What follows belongs to an exercise in optimizing a design on an open flow for small area, a short achievable clock period and few clock cycles per item; a production flow would make more cautious choices.
The RTL was checked by simulation tests, not by an equivalence proof against the original design.
Power is estimated from default activity; no workload was simulated.

<file path="design/flow/design.v">
package maf_pkg;
  localparam int SampleW = 16;
  localparam int CountW = 7;
  localparam int CfgIdxW = 1;
  localparam int CfgDataW = 7;
  typedef enum logic [0:0] {
    OP_SAMPLE = 1'b0,
    OP_CLEAR  = 1'b1
  } op_t;
  typedef enum logic [0:0] {
    REG_WINDOW = 1'b0,
    REG_RECENT = 1'b1
  } reg_idx_t;
  typedef struct packed {
    logic                       clear;
    logic signed [SampleW-1:0]  sample;
  } cmd_t;
  typedef enum logic [2:0] {
    ST_IDLE,
    ST_SUM,
    ST_DIV_AVG,
    ST_DIV_REC,
    ST_OUT
  } back_state_t;
endpackage
module maf_front (
  input  logic        clk,
  input  logic        shift,
  input  logic [15:0] sample_in,
  input  logic [5:0]  wm,
  input  logic [6:0]  osel,
  input  logic [7:0]  rhi,
  input  logic [7:0]  rlo,
  output logic [15:0] next_oldest,
  output logic [15:0] rsel
);
  logic [15:0] sh [64];
  logic [15:0] seg_in [6];
  always_comb begin
    for (int j = 0; j < 6; j++) begin
      seg_in[j] = sh[0];
      for (int k = 5; k > j; k--)
        if (wm[k]) seg_in[j] = sh[(2 << k) - 1];
    end
    next_oldest = ({16{osel[6]}} & sample_in) | ({16{osel[0]}} & seg_in[0]);
    for (int k = 1; k < 6; k++)
      next_oldest = next_oldest | ({16{osel[k]}} & sh[(2 << k) - 2]);
    rsel = '0;
    for (int i = 0; i < 64; i++)
      rsel = rsel | ({16{rhi[i >> 3] & rlo[i & 7]}} & sh[i]);
  end
  always_ff @(posedge clk) begin
    if (shift) begin
      sh[0] <= sample_in;
      for (int j = 0; j < 6; j++) begin
        sh[1 << j] <= seg_in[j];
        for (int p = (1 << j) + 1; p < (2 << j); p++) sh[p] <= sh[p-1];
      end
    end
  end
endmodule
module maf_back (
  input  logic               clk,
  input  logic               rst,
  input  logic               in_valid,
  output logic               in_ready,
  input  logic [0:0]         in_op,
  input  logic [15:0]        in_sample,
  input  logic               cfg_valid,
  output logic               cfg_ready,
  input  logic [0:0]         cfg_index,
  input  logic [6:0]         cfg_data,
  output logic               out_valid,
  input  logic               out_ready,
  output logic [15:0]        out_average,
  output logic [15:0]        out_recent_average,
  output logic [6:0]         out_held_count
);
  function automatic logic [8:0] ks_sub8(input logic [7:0] x, input logic [7:0] ny);
    logic [7:0] p, g, gg, pp, gn, pn;
    logic [8:0] c;
    p = x ^ ny;
    g = x & ny;
    gg = g;
    pp = p;
    for (int s = 1; s < 8; s = s * 2) begin
      gn = gg;
      pn = pp;
      for (int i = s; i < 8; i++) begin
        gn[i] = gg[i] | (pp[i] & gg[i-s]);
        pn[i] = pp[i] & pp[i-s];
      end
      gg = gn;
      pp = pn;
    end
    c[0] = 1'b1;
    for (int i = 0; i < 8; i++) c[i+1] = gg[i] | pp[i];
    ks_sub8 = {c[8], p ^ c[7:0]};
  endfunction
  function automatic logic [21:0] ks_add22(input logic [21:0] a, input logic [21:0] b);
    logic [21:0] p, g, gg, pp, gn, pn;
    logic [22:0] c;
    p = a ^ b;
    g = a & b;
    gg = g;
    pp = p;
    for (int s = 1; s < 22; s = s * 2) begin
      gn = gg;
      pn = pp;
      for (int i = s; i < 22; i++) begin
        gn[i] = gg[i] | (pp[i] & gg[i-s]);
        pn[i] = pp[i] & pp[i-s];
      end
      gg = gn;
      pp = pn;
    end
    c[0] = 1'b0;
    for (int i = 0; i < 22; i++) c[i+1] = gg[i];
    ks_add22 = p ^ c[21:0];
  endfunction
  function automatic logic [16:0] ks_sub16(input logic [15:0] x, input logic [15:0] y);
    logic [15:0] p, g, gg, pp, gn, pn;
    logic [16:0] c;
    p = x ^ ~y;
    g = x & ~y;
    gg = g;
    pp = p;
    for (int s = 1; s < 16; s = s * 2) begin
      gn = gg;
      pn = pp;
      for (int i = s; i < 16; i++) begin
        gn[i] = gg[i] | (pp[i] & gg[i-s]);
        pn[i] = pp[i] & pp[i-s];
      end
      gg = gn;
      pp = pn;
    end
    c[0] = 1'b1;
    for (int i = 0; i < 16; i++) c[i+1] = gg[i] | pp[i];
    ks_sub16 = {~c[16], p ^ c[15:0]};
  endfunction
  function automatic logic [22:0] r4step(input logic [21:0] w, input logic [7:0] n1,
                                         input logic [7:0] n2, input logic [7:0] n3);
    logic [8:0] x1, x2, x3;
    logic       ge1, ge2, ge3, rz;
    logic [5:0] rem;
    logic [7:0] x;
    x = w[21:14];
    x1 = ks_sub8(x, n1);
    x2 = ks_sub8(x, n2);
    x3 = ks_sub8(x, n3);
    ge1 = x1[8];
    ge2 = x2[8];
    ge3 = x3[8];
    rz = (x == 8'd0) || (x == ~n1) || (x == ~n2) || (x == ~n3);
    rem = ge3 ? x3[5:0] : ge2 ? x2[5:0] : ge1 ? x1[5:0] : x[5:0];
    r4step = {rz, rem, w[13:0], ge2, ge3 || (ge1 && !ge2)};
  endfunction
  function automatic logic [15:0] r4last(input logic [21:0] w, input logic [13:0] hi1,
                                         input logic [7:0] n1,
                                         input logic [7:0] n2, input logic [7:0] n3);
    logic [22:0] st;
    logic [13:0] hi;
    logic [1:0]  lo;
    logic        inc;
    st = r4step(w, n1, n2, n3);
    hi = w[13:0];
    lo = st[1:0];
    inc = !w[13] && !st[22];
    r4last = {(inc && lo == 2'b11) ? hi1 : hi, lo + {1'b0, inc}};
    r4last[15] = ~r4last[15];
  endfunction
  logic [6:0]  win;         
  logic [5:0]  wm;          
  logic [6:0]  osel;        
  logic [15:0] po;          
  logic [6:0]  osel_n;
  logic        full_n;
  logic [6:0]  rlen;        
  logic [7:0]  nr1, nr2, nr3;   
  logic        rone;        
  logic        rok_base;    
  logic [6:0]  fill;        
  logic        full;        
  logic        fge_r;       
  logic        dmr;         
  logic        rok_base_n, fge_r_n;
  logic        fge_r1;      
  logic [5:0]  age;         
  logic [7:0]  rhi, rlo;    
  logic [5:0]  raddr;
  assign raddr = amap(age, wm);
  logic [15:0] onext, rsel;   
  logic [15:0] pr;          
  logic [15:0] u0;
  logic        take;
  logic        adv;
  assign cfg_ready = 1'b1;
  assign take = in_valid && in_ready;
  assign u0 = {~in_sample[15], in_sample[14:0]};
  maf_front u_hist (
    .clk(clk), .shift(take), .sample_in(u0),
    .wm(wm), .osel(osel), .rhi(rhi), .rlo(rlo), .next_oldest(onext), .rsel(rsel)
  );
  function automatic logic [5:0] amap(input logic [5:0] a, input logic [5:0] m);
    logic [5:0] k, x;
    k = a - 6'd1;
    x = k ^ m;
    amap = '0;
    if (a != '0) begin
      for (int j = 0; j < 6; j++)
        if (x[j]) amap = 6'(1 << j) | (k & 6'((1 << j) - 1));
    end
  endfunction
  function automatic logic [6:0] endsel(input logic [5:0] m);
    endsel = 7'b100_0000;
    for (int k = 5; k >= 0; k--)
      if (m[k]) endsel = 7'(1 << k);
  endfunction
  logic        c0, rok0;
  logic [6:0]  fa0;
  logic [16:0] dw0, dr0;
  assign c0 = (in_op == maf_pkg::OP_CLEAR);
  assign fa0 = c0 ? 7'd0 : full ? win : fill + 7'd1;
  assign rok0 = !c0 && rok_base && (full || fge_r1);
  assign dw0 = ks_sub16(u0, full ? po : 16'd0);
  assign dr0 = ks_sub16(u0, dmr ? pr : 16'd0);
  logic       rc_busy, rc_v1, rc_v2;
  logic [5:0] rc_last;
  logic       rc_start;    
  logic       cfg_w, cfg_r;
  logic [6:0] win_n, fill_n;
  logic       rnz, rle1, rle64;    
  logic       rok_w;               
  assign cfg_w = cfg_valid && (cfg_index == maf_pkg::REG_WINDOW);
  assign cfg_r = cfg_valid && (cfg_index == maf_pkg::REG_RECENT);
  assign rok_w = rnz && ((cfg_data == '0) ? rle1
                        : (cfg_data > 7'd64) ? rle64 : (rlen <= cfg_data));
  logic       f1_eq_w, f2_ge_r;
  assign f1_eq_w = ({1'b0, fill} + 8'd1 == {1'b0, win});
  assign f2_ge_r = ({1'b0, fill} + 8'd2 >= {1'b0, rlen});
  logic        v1, c1, rok1;
  logic [16:0] dw1, dr1;
  logic [6:0]  fa1;
  logic [21:0] tsum, rsum;
  logic        v2, rok2;
  logic [6:0]  fa2;
  logic [7:0]  fa2x3;
  logic [21:0] wa [8];
  logic [21:0] wr [8];
  logic [6:0]  fd [8];
  logic [7:0]  f3 [8];
  logic        rk [8];
  logic        vv [8];
  assign wa[0] = tsum;
  assign wr[0] = rsum;
  assign fd[0] = fa2;
  assign f3[0] = fa2x3;
  assign rk[0] = rok2;
  assign vv[0] = v2;
  for (genvar i = 0; i < 7; i++) begin : g_div
    logic [22:0] na, nr;
    logic [21:0] qa, qr;
    logic [6:0]  qf;
    logic [7:0]  q3;
    logic        qk, qv;
    assign na = r4step(wa[i], ~{1'b0, fd[i]}, ~{fd[i], 1'b0}, ~f3[i]);
    assign nr = r4step(wr[i], nr1, nr2, nr3);
    always_ff @(posedge clk) begin
      if (adv) begin
        qa <= na[21:0];
        qr <= nr[21:0];
        qf <= fd[i];
        q3 <= f3[i];
        qk <= rk[i];
      end
      if (rst) qv <= 1'b0;
      else if (adv) qv <= vv[i];
    end
    assign wa[i+1] = qa;
    assign wr[i+1] = qr;
    assign fd[i+1] = qf;
    assign f3[i+1] = q3;
    assign rk[i+1] = qk;
    assign vv[i+1] = qv;
  end
  logic [15:0] avg_n, rec_n;
  logic [38:0] res_n;
  logic [13:0] hia1, hir1;
  assign hia1[0] = ~wa[7][0];
  assign hir1[0] = ~wr[7][0];
  for (genvar i = 1; i < 14; i++) begin : g_inc
    assign hia1[i] = wa[7][i] ^ (&wa[7][i-1:0]);
    assign hir1[i] = wr[7][i] ^ (&wr[7][i-1:0]);
  end
  assign avg_n = (fd[7] == '0) ? 16'd0
               : r4last(wa[7], hia1, ~{1'b0, fd[7]}, ~{fd[7], 1'b0}, ~f3[7]);
  assign rec_n = !rk[7] ? 16'd0 : r4last(wr[7], hir1, nr1, nr2, nr3);
  assign res_n = {avg_n, rec_n, fd[7]};
  logic        hv, sv, push, pop;
  logic [38:0] head, skid;
  logic        hv_n, sv_n;
  assign push = adv && vv[7];
  assign pop = hv && out_ready;
  assign out_valid = hv;
  assign {out_average, out_recent_average, out_held_count} = head;
  always_comb begin
    hv_n = hv;
    sv_n = sv;
    if (!hv) begin
      hv_n = push;
    end else if (!sv) begin
      if (pop && !push) hv_n = 1'b0;
      if (!pop && push) sv_n = 1'b1;
    end else if (pop) begin
      sv_n = 1'b0;
    end
  end
  always_ff @(posedge clk) begin
    if ((!hv && push) || (hv && !sv && pop && push)) head <= res_n;
    else if (hv && sv && pop) head <= skid;
    if (hv && !sv && !pop && push) skid <= res_n;
  end
  always_comb begin
    full_n = full;
    osel_n = osel;
    if (take) begin
      if (c0) full_n = 1'b0;
      else if (!full) full_n = f1_eq_w;
    end
    if (cfg_w) begin
      full_n = 1'b0;
      osel_n = endsel(6'(win_n - 7'd1));
    end
    if (rst) begin
      full_n = 1'b0;
      osel_n = 7'b000_0001;
    end
  end
  always_ff @(posedge clk) begin
    full <= full_n;
    osel <= osel_n;
    if (take) po <= onext;
  end
  always_comb begin
    rok_base_n = rok_base;
    fge_r_n = fge_r;
    if (take) begin
      if (c0) fge_r_n = (rlen == '0);
      else if (!full) fge_r_n = fge_r1;
    end
    if (cfg_w) begin
      rok_base_n = rok_w;
      fge_r_n = (rlen == '0);
    end
    if (cfg_r) begin
      rok_base_n = (cfg_data != '0) && (cfg_data <= win);
      fge_r_n = (fill >= cfg_data);
    end
    if (rst) begin
      rok_base_n = 1'b1;
      fge_r_n = 1'b0;
    end
  end
  always_ff @(posedge clk) dmr <= rok_base_n && fge_r_n;
  always_comb begin
    win_n = win;
    fill_n = fill;
    if (take) fill_n = fa0;
    if (cfg_w) begin
      win_n = (cfg_data == '0) ? 7'd1 : (cfg_data > 7'd64) ? 7'd64 : cfg_data;
      fill_n = '0;
    end
  end
  always_ff @(posedge clk) begin
    if (adv) begin
      c1 <= c0;
      fa1 <= fa0;
      rok1 <= rok0;
      dw1 <= dw0;
      dr1 <= dr0;
      fa2 <= fa1;
      fa2x3 <= {1'b0, fa1} + {fa1, 1'b0};
      rok2 <= rok1;
    end
    rhi <= 8'(1 << raddr[5:3]);
    rlo <= 8'(1 << raddr[2:0]);
    if (take) pr <= rone ? u0 : rsel;
    else if (rc_v1) pr <= rsel;
    if (rst) begin
      win <= 7'd64;
      wm <= 6'd63;
      rlen <= 7'd1;
      nr1 <= ~8'd1;
      nr2 <= ~8'd2;
      nr3 <= ~8'd3;
      rone <= 1'b1;
      rok_base <= 1'b1;
      rnz <= 1'b1;
      rle1 <= 1'b1;
      rle64 <= 1'b1;
      rc_start <= 1'b0;
      age <= 6'd63;
      fill <= '0;
      fge_r <= 1'b0;
      fge_r1 <= 1'b1;
      tsum <= '0;
      rsum <= '0;
      v1 <= 1'b0;
      v2 <= 1'b0;
      hv <= 1'b0;
      sv <= 1'b0;
      adv <= 1'b1;
      in_ready <= 1'b1;
      rc_busy <= 1'b0;
      rc_v1 <= 1'b0;
      rc_v2 <= 1'b0;
      rc_last <= '0;
    end else begin
      hv <= hv_n;
      sv <= sv_n;
      adv <= !sv_n;
      fill <= fill_n;
      if (take) begin
        if (c0) begin
          fge_r <= (rlen == '0);
          fge_r1 <= (rlen <= 7'd1);
        end else if (!full) begin
          fge_r <= fge_r1;
          fge_r1 <= f2_ge_r;
        end
      end
      if (adv) begin
        v1 <= take;
        v2 <= v1;
        if (v1) begin
          if (c1) begin
            tsum <= '0;
            rsum <= '0;
          end else begin
            tsum <= ks_add22(tsum, {{5{dw1[16]}}, dw1});
            rsum <= ks_add22(rsum, {{5{dr1[16]}}, dr1});
          end
        end else if (rc_v2) begin
          rsum <= ks_add22(rsum, {6'd0, pr});
        end
      end
      rc_v1 <= rc_busy;
      rc_v2 <= rc_v1;
      rc_start <= 1'b0;
      if (rc_start) begin
        rc_busy <= rok_base;
        if (rok_base) age <= '0;
        rc_last <= 6'(((rlen < fill) ? rlen : fill) - 7'd1);
      end
      if (rc_busy) begin
        if (age == rc_last) begin
          rc_busy <= 1'b0;
          age <= 6'(rlen - 7'd2);
        end else begin
          age <= age + 6'd1;
        end
      end
      if (cfg_w) begin
        win <= win_n;
        wm <= 6'(win_n - 7'd1);
        fge_r <= (rlen == '0);
        fge_r1 <= (rlen <= 7'd1);
        rok_base <= rok_w;
        tsum <= '0;
        rsum <= '0;
        rc_start <= 1'b0;
        rc_busy <= 1'b0;
        rc_v1 <= 1'b0;
        rc_v2 <= 1'b0;
        age <= 6'(rlen - 7'd2);
      end
      if (cfg_r) begin
        rlen <= cfg_data;
        nr1 <= ~{1'b0, cfg_data};
        nr2 <= ~{cfg_data, 1'b0};
        nr3 <= ~({1'b0, cfg_data} + {cfg_data, 1'b0});
        rone <= (cfg_data == 7'd1);
        rnz <= (cfg_data != '0);
        rle1 <= (cfg_data <= 7'd1);
        rle64 <= (cfg_data <= 7'd64);
        rok_base <= (cfg_data != '0) && (cfg_data <= win);
        fge_r <= (fill >= cfg_data);
        fge_r1 <= ({1'b0, fill} + 8'd1 >= {1'b0, cfg_data});
        rsum <= '0;
        rc_start <= (fill != '0);
        rc_busy <= 1'b0;
        age <= 6'(cfg_data - 7'd2);
        rc_v1 <= 1'b0;
        rc_v2 <= 1'b0;
      end
      in_ready <= !sv_n && !(cfg_r && (fill != '0)) && !(rc_start && rok_base)
                  && !rc_busy && !rc_v1;
    end
  end
endmodule
module moving_average_filter_unit (
  input  logic        clk,
  input  logic        rst,
  input  logic        in_valid,
  output logic        in_ready,
  input  logic [0:0]  in_op,
  input  logic [15:0] in_sample,
  input  logic        cfg_valid,
  output logic        cfg_ready,
  input  logic [0:0]  cfg_index,
  input  logic [6:0]  cfg_data,
  output logic        out_valid,
  input  logic        out_ready,
  output logic [15:0] out_average,
  output logic [15:0] out_recent_average,
  output logic [6:0]  out_held_count
);
  maf_back u_back (
    .clk(clk), .rst(rst), .in_valid(in_valid), .in_ready(in_ready),
    .in_op(in_op), .in_sample(in_sample),
    .cfg_valid(cfg_valid), .cfg_ready(cfg_ready), .cfg_index(cfg_index),
    .cfg_data(cfg_data),
    .out_valid(out_valid), .out_ready(out_ready), .out_average(out_average),
    .out_recent_average(out_recent_average), .out_held_count(out_held_count)
  );
endmodule
</file>
<file path="design/flow/run.sh">
#!/bin/bash
# synth_recipe.tcl (not shown) runs the flow's synth.tcl, then flattens the netlist and writes it again
# the make line also repeats each setting of config.mk as NAME=value (left out here)
make -C /OpenROAD-flow-scripts/flow DESIGN_CONFIG=/design/flow/config.mk WORK_HOME=/design/flow/orfs CLKGATE_MAP_FILE= SYNTH_SCRIPT=/design/flow/synth_recipe.tcl finish
</file>
<file path="design/flow/config.mk">
export PLATFORM = sky130hd
export DESIGN_NAME = moving_average_filter_unit
export DESIGN_NICKNAME = moving_average_filter_unit
export VERILOG_FILES = /design/flow/design.v
export SDC_FILE = /design/flow/constraint.sdc
export NUM_CORES = 4
export LEC_CHECK = 0
export CAP_MARGIN = 20
export CORE_MARGIN = 2
export CORE_UTILIZATION = 65
export CTS_CLUSTER_DIAMETER = 90
export CTS_CLUSTER_SIZE = 22
export PLACE_DENSITY = 0.8
export SETUP_SLACK_MARGIN = 4.0
export SLEW_MARGIN = 20
</file>
<file path="design/flow/constraint.sdc">
create_clock -name core_clock -period 7.0 [get_ports {clk}]
set_input_delay 1.4000 -clock core_clock [delete_from_list [all_inputs] [get_ports {clk}]]
set_output_delay 1.4000 -clock core_clock [all_outputs]
set_load 0.01 [all_outputs]
</file>
==> impl_metrics.csv, run 1 <==
group,metric,value,unit
outcome,status,"no timing/DRC/antenna violations",
placement,postPlaceCellArea,0.0831,mm^2
global_routing,grt_max_degree,190,
routing,detail_route.wl_per_cell,30.1,um
logic_synthesis,ys_ff_latch,1750,
logic_synthesis,synthFlopType,"edfxtp_1",
critical_path,arrival,3.69,ns
logic_synthesis,synthDistinctLibCells,78,
critical_path,critPathMaxFanout,3,
critical_path,max_stage_delay,0.36,ns
sta,tightest_slew,1.21,ns
pwr,pwr-share-seq,52.5,%
logic_synthesis,synth_area,0.0806,mm^2
pwr,power_frac_comb,25.5,%
sta,period_minus_slack,3.10,ns
clock_network,cts_sinks,1750,
pwr,clkPwrFrac,22.0,%
global_routing,grt_first_pass_wirelength,333,mm
routing,vias_per_cell,7.10,
global_routing,grt_remaining_overflow,0,
critical_path,end_kind,"flip-flop",
critical_path,cp.required,7.59,ns
sta,finalHoldViolations,0,
pwr,ir_worst_vdd,0.000245,V
global_routing,grtUsageTotal,35.8,%
sta,min_period_over_period,44.2,%
global_routing,grt_pass1_vias,51700,
critical_path,crit_slowest_cell,"o31ai_2",
clock_network,hold_buffers,0,
sta,max_freq,323,MHz
clock_network,root_buffer,"clkbuf_16",
job,cap_violations,0,
finish,finalInstanceArea,0.0875,mm^2
die,die_h,356,um
finish,area_growth,8.61,%
logic_synthesis,synthArstFlopShare,0,%
logic_synthesis,synth.avg_cell_area,13.7,um^2
critical_path,cp-startpoint,"in_sample[0]",
placement,dp_slack,2.07,ns
finish,fillers,8170,
worst_hold_path,hold_path_startpoint,"u_back.g_div[4].qa[0]",
finish,drive_gt1_share,10.7,%
critical_path,worst_setup_path_start_kind,"input port",
sta,setup_tns,0,ns
global_routing,antenna_found_initial,11,
routing,ant_nets,0,
die,start_util,65.3,%
logic_synthesis,synth-edff-count,1605,
placement,hpwl,143,mm
pwr,switching_share,30.4,%
logic_synthesis,yosysWarnings,10,
critical_path,r2r.worst_path.cells,7,
sta,fin_skew,0.0333,ns
clock_network,cts_buffer_depth,3,
placement,numPortBuffers,70,
clock_network,cts_tree,"yes",
clock_network,htreeDepth,3,
worst_hold_path,hold_depth,0,
die,io_pins,72,
logic_synthesis,synth_cells,5894,
die,core-area,0.123,mm^2
routing,dr.pass1.iters,10,
pwr,powerDensity,299,mW/mm^2
clock_network,cts_buffers,90,
sta,slew_viol_final,0,
clock_network,clkLatencyLatePin,0.74,ns
pwr,intPower,18.2,mW
sta,timing.final.ws_setup,3.90,ns
finish,fin_nets,6556,
sta,setup_viol,0,
finish,layout_common_cells,"edfxtp_1, ha_1, a22oi_1",
logic_synthesis,syn_nets,6469,
placement,place_congestion,0.946,
routing,initialDrtViolationCount,8630,
die,die_w,356,um
finish,final_common_cell,"edfxtp_1",
routing,num_vias,54500,
clock_network,clkTransAtPathRegs,0.09,ns
die,rows,129,
critical_path,path_class,"in -> reg",
sta,rsz0062_at_grt,"yes",
pwr,p_sw,7.94,mW
critical_path,timing.rr.start,"u_back.wm[4]",
logic_synthesis,synth-seq-area-share,63.4,%
pwr,power.leakage,32.3,nW
critical_path,cpMostUsedCell,"o21a_1",
sta,relSlewSlack,19.3,%
routing,drt_wl_total,231,mm
routing,drc,0,
finish,post-route-util,71.0,%
critical_path,critical_path.cell_chain,"buf_6 -> buf_12 -> buf_12 -> ha_4 -> o21a_1 -> o21a_1 -> o2111ai_2 -> a311oi_2 -> o31ai_2 -> a21oi_2 -> and2_4 -> o21a_1 -> nor2_1",
worst_hold_path,min_path_type,"reg -> reg",
die,dieArea,0.127,mm^2
worst paths after layout:
path | endpoint | slack (ns)
setup / recovery | u_back.dr1[15] | 3.90
hold / removal | u_back.g_div[5].qa[2] | 0.41
setup reg to reg | u_back.po[6] | 3.93
hold reg to reg | u_back.g_div[5].qa[2] | 0.41
synth_stat cells, drive strengths merged, types with 67 or more instances:
cell type	instances	area, um^2
mux2i	100	1010
nand4	130	813
o31ai	67	503
xor2	88	771
a221oi	93	815
nor3	202	1010
clkbuf	206	776
and2	87	544
nand2	308	1160
mux2	107	1360
nor2	296	1110
inv	224	841
dfxtp	145	2900
o21a	268	2010
xnor2	106	928
a21oi	176	881
o21ai	125	626
edfxtp	1605	48200
ha	540	6760
a22oi	384	2880
a22o	79	692
stage by stage:
stage          hold slack [ns]  power (mW)  cells
3_5_place_dp             0.405        19.9   7423
2_1_floorplan            0.400        18.2   5894
6_report                 0.415        26.1   7673
4_1_cts                  0.413        25.6   7602
3_3_place_gp             0.400        19.6   7423
5_1_grt                  0.425        27.3   7661
state kept, by name (all words and copies together) (netlist names), 7 cells and up:
name,count
u_back.head,39
u_back.g_div.q3,56
u_back.rlen,7
u_back.g_div.qr,154
u_back.g_div.qa,154
u_back.dw1,17
u_back.skid,39
u_back.po,16
u_back.fa2x3,8
u_back.win,7
u_back.rhi,8
u_back.pr,16
u_back.osel,7
u_back.tsum,22
u_back.fa1,7
u_back.g_div.qv,7
u_back.dr1,17
u_back.nr3,8
u_back.rsum,22
u_back.rlo,8
u_back.u_hist.sh,1024
u_back.g_div.qf,42
u_back.g_div.qk,7
u_back.fill,7
timing repair:
item                                   4_1_cts  5_1_grt
pin swaps                                   35       66
gates cloned                                 5        0
resized for setup                          203      164
setup buffers                               40       57
endpoints found under the hold margin        0        0
setup endpoints to repair                 1104      254
area by class of cell:
| type | instances | area, um^2 | area share, % |
|---|---|---|---|
| Timing Repair inverter | 2 | 32.5 | 0.0372 |
| Antenna cell | 13 | 32.5 | 0.0372 |
| Tap cell | 1637 | 2050 | 2.34 |
| Inverter | 226 | 885 | 1.01 |
| Sequential cell | 1750 | 51100 | 58.4 |
| Clock inverter | 11 | 151 | 0.173 |
| Multi-Input combinational cell | 3675 | 28700 | 32.7 |
| Timing Repair Buffer | 236 | 2150 | 2.46 |
| Clock buffer | 123 | 2420 | 2.76 |
cell families after synthesis:
| kind of cell | Yosys count | synth area share (%) |
|---|---|---|
| AOI/OAI and AO/OA | 1485 | 13.3 |
| adders and majority gates | 546 | 8.52 |
| DFF | 1750 | 63.4 |
| buffers and inverters | 470 | 2.26 |
| xor gates and xnor gates | 194 | 2.11 |
| other | 1 | 0.00465 |
| and+or+nand+nor | 1241 | 7.41 |
| muxes | 207 | 2.94 |
worst max-delay path: cells and delay by family:
| family | cells | cell delay, ns |
|---|---|---|
| and+or+nand+nor | 2 | 0.28 |
| AOI/OAI and AO/OA | 7 | 1.47 |
| buffers and inverters | 3 | 0.39 |
| adders and majority gates | 1 | 0.15 |
power groups by stage:
stage / clock network [mW] / registers, mW / logic (mW)
detailed placement: 0 / 13.9 / 5.94
floorplan: 0 / 13.5 / 4.66
CTS: 5.75 / 13.7 / 6.13
finish: 5.75 / 13.7 / 6.65
global route: 6.10 / 13.8 / 7.36
global placement: 0 / 13.9 / 5.73
metal layers:
layer	share of wire (%)	GRT usage (%)	up-vias	routed length (um)
met5	0.049	0.111	-	113
met4	8.1	21.9	14	18800
met3	14	12.1	1188	31300
met2	44	54.6	4151	102000
met1	34	44.3	26000	78600
li1	-	-	23100	-
Testbench counts, summed over its fixed seeds: cycles 7,040, items 6,400.
==> inputs of run 2 (changes only) <==
--- a/design/flow/config.mk
+++ b/design/flow/config.mk
@@ -8,8 +8,8 @@
 export CAP_MARGIN = 20
 export CORE_MARGIN = 2
-export CORE_UTILIZATION = 65
+export CORE_UTILIZATION = 55
 export CTS_CLUSTER_DIAMETER = 90
 export CTS_CLUSTER_SIZE = 22
-export PLACE_DENSITY = 0.8
+export PLACE_DENSITY = 0.72
 export SETUP_SLACK_MARGIN = 4.0
 export SLEW_MARGIN = 20
==> run 2 against run 1 <==
Global-route usage fell by 5.7 points. Still clean. Critical path depth shrank 1. Fmax up 2.7%. Count of clock-buffer cells in the layout is 5 higher. Register-to-register slack better by 0.05 ns. First-iteration DRC count is 7.1% lower. Design area grew 0.39%. Wire length is 0.33% higher. Sequential power about the same. Via count is 1.9% lower. Largest cell class unchanged. Clock power is 2% higher. Worst setup slack improved by 0.081 ns.
==> impl_metrics.csv, run 2 <==
group,metric,value,unit
finish,layout_common_cells,"edfxtp_1, ha_1, a22oi_1",
clock_network,hold_buffers,0,
logic_synthesis,synth-edff-count,1605,
critical_path,cp_top_family,"compound AO/OA/AOI/OAI gates",
pwr,ir_worst_vdd,0.000254,V
sta,setup_viol,0,
routing,ant_nets,0,
routing,detail_route.wl_per_cell,29.2,um
critical_path,path_buf_inv,1,
finish,final_common_cell,"edfxtp_1",
logic_synthesis,synthArstFlopShare,0,%
routing,drt_wl_total,232,mm
die,rows,140,
global_routing,grt_first_pass_wirelength,333,mm
logic_synthesis,synth.largest_area_cell,"edfxtp_1",
logic_synthesis,synth-seq-area-share,63.4,%
worst_hold_path,min_path_type,"reg -> reg",
global_routing,antenna_found_initial,5,
routing,drc,0,
sta,fin_skew,0.0504,ns
clock_network,cts_sinks,1750,
logic_synthesis,synth_commonest_cells,"edfxtp_1, ha_1, a22oi_1",
clock_network,clkLatencyLatePin,0.78,ns
logic_synthesis,synth_cells,5894,
sta,max_freq,332,MHz
critical_path,critical_path.cell_chain,"ha_2 -> inv_1 -> fa_2 -> nor2b_1 -> o21ai_1 -> a21boi_2 -> o311a_1 -> o21ai_2 -> o21a_2 -> or4_4 -> a21oi_2 -> o21a_1",
routing,vias_per_cell,6.73,
global_routing,grt_max_degree,185,
logic_synthesis,synth.most_common_cell,"edfxtp_1",
finish,fillers,11000,
sta,rsz0062_at_grt,"yes",
critical_path,cp.required,7.69,ns
finish,reg_top3,"u_back.u_hist.sh x1024, u_back.g_div.qa x154, u_back.g_div.qr x154",
pwr,power.leakage,32.3,nW
finish,drive_gt1_share,10.5,%
logic_synthesis,synthDistinctLibCells,78,
routing,dr.pass1.iters,6,
clock_network,clkTransAtPathRegs,0.10,ns
logic_synthesis,synth_area,0.0806,mm^2
die,dieArea,0.150,mm^2
die,start_util,55.4,%
critical_path,crit_slowest_cell,"edfxtp_1",
placement,numPortBuffers,70,
finish,area_growth,9.04,%
sta,whs,0.412,ns
clock_network,cts_tree,"yes",
sta,relSlewSlack,18.4,%
outcome,status,"no timing/DRC/antenna violations",
sta,min_period_over_period,43.1,%
logic_synthesis,ys_ff_latch,1750,
placement,hpwl,145,mm
finish,fin_nets,6551,
sta,finalHoldViolations,0,
die,io_pins,72,
critical_path,arrival,3.70,ns
die,die_h,387,um
critical_path,worst_setup_path_start_kind,"flip-flop",
placement,place_congestion,0.949,
global_routing,grt_remaining_overflow,0,
placement,dp_cells,7711,
sta,tightest_slew,1.22,ns
critical_path,max_stage_delay,0.59,ns
job,cap_violations,0,
global_routing,grt_pass1_vias,50600,
logic_synthesis,synthFlopType,"edfxtp_1",
finish,largest_register,"u_back.u_hist.sh",
finish,largest_register_ffs,1024,
routing,initialDrtViolationCount,8013,
clock_network,htreeDepth,3,
sta,period_minus_slack,3.02,ns
die,die_w,387,um
die,core-area,0.146,mm^2
pwr,powerDensity,299,mW/mm^2
clock_network,cts_buffers,92,
critical_path,end_kind,"flip-flop",
clock_network,cts_buffer_depth,3,
clock_network,root_buffer,"clkbuf_16",
critical_path,reg2reg_slack,3.98,ns
routing,num_vias,53400,
logic_synthesis,synth.avg_cell_area,13.7,um^2
logic_synthesis,yosysWarnings,10,
global_routing,grtUsageTotal,30.0,%
sta,setup_tns,0,ns
finish,final_cell_count_no_fill,7944,
critical_path,path_class,"reg -> reg",
sta,slew_viol_final,0,
critical_path,critPathMaxFanout,3,
logic_synthesis,syn_nets,6469,
logic_synthesis,yosysTopAreaCellShare,59.8,%
logic_synthesis,synth_area_leaders,"edfxtp_1, ha_1, dfxtp_1",
[run 2: changes by cell type in the layout (fill, tap and decap cells not counted), sizes merged]
cell,delta
inv,+1
diode,-9
buf,-9
clkinv,+1
dlygate4sd2,+10
dlymetal6s2s,-8
clkdlybuf4s50,-3
clkdlybuf4s15,-1
clkbuf,+10
nand2,-1
[run 2: cell type report]
cell class,instances,area [um^2],area share (%)
antenna,4,10.0,0.0114
clock buffer,128,2480,2.82
clock inverter,13,204,0.232
inverter,226,882,1.00
multi-input combinational,3674,28600,32.5
sequential,1750,51100,58.2
tap,1917,2400,2.73
timing repair buffer,230,2130,2.42
timing repair inverter,2,32.5,0.0370
[run 2: logic make-up (layout without fill, tap and decap cells)]
family                     count (synthesis)  after routing  synth area share (%)
xor gates and xnor gates                 194            194                  2.11
other                                      1              5               0.00465
buffers and inverters                    470            599                  2.26
and+or+nand+nor                         1241           1241                  7.41
muxes                                    207            207                  2.94
DFF                                     1750           1750                  63.4
adders and majority gates                546            546                  8.52
AOI/OAI and AO/OA                       1485           1485                  13.3
[run 2: routing by layer]
layer | routed length (um) | global-route usage, % | share of wire, % | vias to the layer above
li1 | - | - | - | 23100
met1 | 84300 | 38.4 | 36 | 26000
met2 | 105000 | 47.2 | 45 | 3562
met3 | 29000 | 8.46 | 12 | 826
met4 | 14200 | 14.6 | 6.1 | 4
met5 | 27 | 0 | 0.012 | -
[run 2: stage by stage]
stage	worst slack [ns]	area, um^2	total power [mW]	util [%]
after global routing	3.89	87900	27.4	60.4
after floorplan	1.20	80700	18.2	-
after CTS	4.00	86800	25.8	59.6
final	3.98	87900	26.2	60.4
after global placement	1.96	83500	19.7	57.4
after detailed placement	1.82	83500	19.9	57.4
[run 2: worst reg2reg max path, cell delays in order, from the launching register on]
cell and delay, ns:
edfxtp_1 0.59, ha_2 0.27, inv_1 0.05, fa_2 0.33, nor2b_1 0.12, o21ai_1 0.09, a21boi_2 0.18, o311a_1 0.25
o21ai_2 0.10, o21a_2 0.23, or4_4 0.51, a21oi_2 0.12, o21a_1 0.12
[run 2: power by group]
group          switching (mW)  leakage, nW  total [mW]  internal, mW
Clock                    3.35         1.28        5.88          2.52
Combinational            3.70         13.5        6.64          2.94
Sequential              0.901         17.5        13.7          12.8
Total                    7.95         32.3        26.2          18.3
[run 2: path summary, 6_finish.rpt]
check / endpoint / from / cells after the start
setup reg to reg: u_back.rsum[18] / u_back.pr[0] / 12
setup / recovery: u_back.rsum[18] / u_back.pr[0] / 12
hold / removal: u_back.g_div[6].qa[15] / u_back.g_div[5].qa[13] / 0
hold reg to reg: u_back.g_div[6].qa[15] / u_back.g_div[5].qa[13] / 0
[run 2: repair_timing]
item                                     CTS  global route
endpoints found under the hold margin      0             0
endpoints found under the setup margin  1120           144
pin swaps                                 20            62
buffers inserted                          23            58
gates resized for setup                  222           144
gates cloned                               5             1

[what the ideal ports hide]
The flow's constraints put no driver on any port. The routed layouts listed below were extracted and timed again, unchanged, in two steps.
Step 1 (the two cells are an assumption about what drives the block):
set clk [get_ports {clk}]
set_driving_cell -lib_cell sky130_fd_sc_hd__clkbuf_16 $clk
set_driving_cell -lib_cell sky130_fd_sc_hd__buf_2 [delete_from_list [all_inputs] $clk]
Step 2 adds t to the input delays and takes it off the output delays; t is the mean of the earliest and latest rising clock arrival at the registers after step 1. Input paths then give back, and output paths get back, about the clock's delay inside the block.
a / b / c = no drivers / after step 1 / after step 2; a / b = the first two.
| run | t (ns) | setup slack, ns | clock arrival spread, ns | worst register clock-pin slew, ns | cell pins on the clock port's net |
|---|---|---|---|---|---|
| run 1 | 0.795 | 3.903 / 3.926 / 3.155 | 0.059 / 0.059 | 0.10 / 0.10 | 1 |
| run 2 | 0.831 | 3.984 / 3.984 / 3.180 | 0.060 / 0.060 | 0.10 / 0.10 | 1 |
After both steps setup and hold are still met in every run listed. For run 2, which loses most, drivers alone change the setup slack by 0.000 ns; drivers and shift together by -0.804 ns.
